Context: an optimization exercise on an open-source flow, tuned for small area. The choices shown serve that exercise and are no tape-out recipe.
Only simulation tests tie the RTL to the original design; equivalence was not proved.
The flow treats the clock pin as an ideal source, which a real chip does not have.
Power and IR drop assume default switching activity.

Design ppm_image_stream_decoder_unit, start of the top module:
module ppm_image_stream_decoder_unit
(
  input  wire logic        clk,
  input  wire logic        rst,
  input  wire logic        byte_valid,
  output logic             byte_stall,
  input  wire logic [9:0]  byte_data,
  output logic             result_valid,
  input  wire logic        result_stall,
  output logic [101:0]     result_data
);
Size: about 120 I/O pins, about 6900 um2 of cells after synthesis.
Settings: LEC_CHECK=0, CAP_MARGIN=20, CORE_MARGIN=2, CORE_UTILIZATION=65, GPL_TIMING_DRIVEN=0, SLEW_MARGIN=20; clock period 8.0 ns.
standard.sh (not shown) runs the stock make flow with config.mk's settings and CLKGATE_MAP_FILE= SYNTH_SCRIPT=/design/flow/synth_recipe.tcl, a recipe that flattens the netlist after the stock synthesis.
==> flow/flow/run.sh <==
#!/bin/bash
# The standard layout (standard.sh) with three changes:
#  - the port buffers use the smallest buffer cell (BUFFER_PORTS_ARGS);
#  - the clock tree is built by flow/manual_cts.tcl (sourced by ORFS's cts.tcl
#    as its PRE_CTS_TCL hook): a root buffer and one leaf buffer per region
#    of flip-flops, all flip-flops two buffers from the clock port;
#  - synthesis maps the logic with flow/abc_map.script, an area-oriented ABC
#    script, in place of ORFS's abc_speed.script. All other scripts are
#    ORFS's own, copied unchanged.
# Each tool's output goes to standard.log (and ORFS's own logs under orfs/).
set -e
export BUFFER_PORTS_ARGS="-buffer_cell sky130_fd_sc_hd__buf_1"
export PRE_CTS_TCL="$PWD/flow/manual_cts.tcl"
export MCTS_NX=4 MCTS_NY=4 MCTS_LEAF=sky130_fd_sc_hd__clkbuf_4 MCTS_ROOT=sky130_fd_sc_hd__clkbuf_8
rm -rf scripts_copy
cp -r "$FLOW_HOME/scripts" scripts_copy
cp flow/abc_map.script scripts_copy/abc_speed.script
sed "s|make -C |make SCRIPTS_DIR=$PWD/scripts_copy -C |" standard.sh > standard_abc.sh
bash standard_abc.sh > standard.log 2>&1
==> flow/flow/manual_cts.tcl <==
# Sourced by ORFS's cts.tcl before clock_tree_synthesis (PRE_CTS_TCL).
# Builds a two-level clock tree by hand: the clock port drives one root
# buffer, which drives one leaf buffer per region of the placed flip-flops
# (the flip-flops are split into MCTS_NX columns by x, each column into
# MCTS_NY groups by y). Every flip-flop is two buffers from the port, so the
# tree is balanced. clock_tree_synthesis is then told to skip these nets.
proc manual_cts { nx ny leafbuf rootbuf } {
  set db [ord::get_db]
  set block [ord::get_db_block]
  set clk [$block findNet clk]
  set leafm [$db findMaster $leafbuf]
  set rootm [$db findMaster $rootbuf]
  set sinks {}
  foreach it [$clk getITerms] {
    set bb [[$it getInst] getBBox]
    lappend sinks [list $it [expr {([$bb xMin] + [$bb xMax]) / 2}] \
                     [expr {([$bb yMin] + [$bb yMax]) / 2}]]
  }
  set n [llength $sinks]
  set byx [lsort -integer -index 1 $sinks]
  set groups {}
  for {set i 0} {$i < $nx} {incr i} {
    set col [lrange $byx [expr {$i * $n / $nx}] [expr {($i + 1) * $n / $nx - 1}]]
    set m [llength $col]
    set byy [lsort -integer -index 2 $col]
    for {set j 0} {$j < $ny} {incr j} {
      lappend groups [lrange $byy [expr {$j * $m / $ny}] [expr {($j + 1) * $m / $ny - 1}]]
    }
  }
  set rootnet [odb::dbNet_create $block clk_root]
  $rootnet setSigType CLOCK
  set root [odb::dbInst_create $block $rootm clkbuf_root]
  [$root findITerm A] connect $clk
  [$root findITerm X] connect $rootnet
  set skip [list clk clk_root]
  set k 0
  set sx 0
  set sy 0
  foreach g $groups {
    set net [odb::dbNet_create $block clk_leaf_$k]
    $net setSigType CLOCK
    lappend skip clk_leaf_$k
    set leaf [odb::dbInst_create $block $leafm clkbuf_leaf_$k]
    [$leaf findITerm A] connect $rootnet
    [$leaf findITerm X] connect $net
    set gx 0
    set gy 0
    foreach s $g {
      set it [lindex $s 0]
      $it disconnect
      $it connect $net
      incr gx [lindex $s 1]
      incr gy [lindex $s 2]
    }
    set gx [expr {$gx / [llength $g]}]
    set gy [expr {$gy / [llength $g]}]
    $leaf setLocation $gx $gy
    $leaf setPlacementStatus PLACED
    incr sx $gx
    incr sy $gy
    incr k
  }
  $root setLocation [expr {$sx / $k}] [expr {$sy / $k}]
  $root setPlacementStatus PLACED
  set_cts_config -skip_nets $skip
  set_propagated_clock [all_clocks]
  puts "manual_cts: $n flip-flops, $k leaf buffers ($leafbuf), root $rootbuf"
}
manual_cts $::env(MCTS_NX) $::env(MCTS_NY) $::env(MCTS_LEAF) $::env(MCTS_ROOT)
Other scripts of this flow, unchanged in this note and not shown: flow/flow/abc_map.script
The starting point completed without violations.
Change:
- CORE_UTILIZATION: 65 -> 75
- GPL_TIMING_DRIVEN: 0 -> default
The changed run went through all stages and came out clean.
Clock power falls by about 2%.
Critical path depth falls by 1.
Fmax falls by 0.67%.
Design area falls by 2.6%.
Wire length rises by 5.8%.
Die area falls by 13%.
Total power rises by 0.78%.
Area after synthesis does not change.
Cell count falls by 4.9%.
Via count rises by 3.9%.
Hold slack stays flat.
Change:
--- a/flow/flow/run.sh
+++ b/flow/flow/run.sh
@@ -12,5 +12,5 @@
 export BUFFER_PORTS_ARGS="-buffer_cell sky130_fd_sc_hd__buf_1"
 export PRE_CTS_TCL="$PWD/flow/manual_cts.tcl"
-export MCTS_NX=4 MCTS_NY=4 MCTS_LEAF=sky130_fd_sc_hd__clkbuf_4 MCTS_ROOT=sky130_fd_sc_hd__clkbuf_8
+export MCTS_NX=3 MCTS_NY=3 MCTS_LEAF=sky130_fd_sc_hd__clkbuf_8 MCTS_ROOT=sky130_fd_sc_hd__clkbuf_8
 rm -rf scripts_copy
 cp -r "$FLOW_HOME/scripts" scripts_copy
- CORE_UTILIZATION: 75 -> 65
Result: Hold slack improves by 0.0037 ns. Core utilization fell by 12 points. Via count fell by about 6%. Clock skew fell by 0.0053 ns. Sequential cell count is unchanged. Final area rose by about 0.36%. Die area rose by 15%.
Change:
--- a/flow/flow/run.sh
+++ b/flow/flow/run.sh
@@ -12,5 +12,5 @@
 export BUFFER_PORTS_ARGS="-buffer_cell sky130_fd_sc_hd__buf_1"
 export PRE_CTS_TCL="$PWD/flow/manual_cts.tcl"
-export MCTS_NX=3 MCTS_NY=3 MCTS_LEAF=sky130_fd_sc_hd__clkbuf_8 MCTS_ROOT=sky130_fd_sc_hd__clkbuf_8
+export MCTS_NX=4 MCTS_NY=4 MCTS_LEAF=sky130_fd_sc_hd__clkbuf_4 MCTS_ROOT=sky130_fd_sc_hd__clkbuf_8
 rm -rf scripts_copy
 cp -r "$FLOW_HOME/scripts" scripts_copy
- CORE_UTILIZATION: 65 -> 85
- The new run died in 4_1_cts
- synthesized area stays the same
- synthesized cell count stays the same

what the ideal ports hide:
Ports are ideal in the flow. The routed layouts listed here were re-timed in OpenROAD. Step 1 sets driving cells, clkbuf_16 on the clock port and buf_2 on the other inputs (assumed; they add their load-dependent delay and slew). Step 2 also shifts input and output timing later by t, the mid clock arrival at the registers, as if the neighbouring blocks saw the same clock. Slacks: ideal ports / drivers / drivers and shift; pairs: ideal ports / drivers.
| run | t, ns | setup slack, ns | latest minus earliest clock arrival (ns) |
|---|---|---|---|
| the first run | 0.467 | 0.271 / 0.271 / 0.271 | 0.028 / 0.028 |
| the second run | 0.464 | 0.219 / 0.219 / 0.219 | 0.028 / 0.028 |
| the third run | 0.434 | 0.310 / 0.310 / 0.310 | 0.023 / 0.023 |
After both steps setup and hold are still met in every run listed.
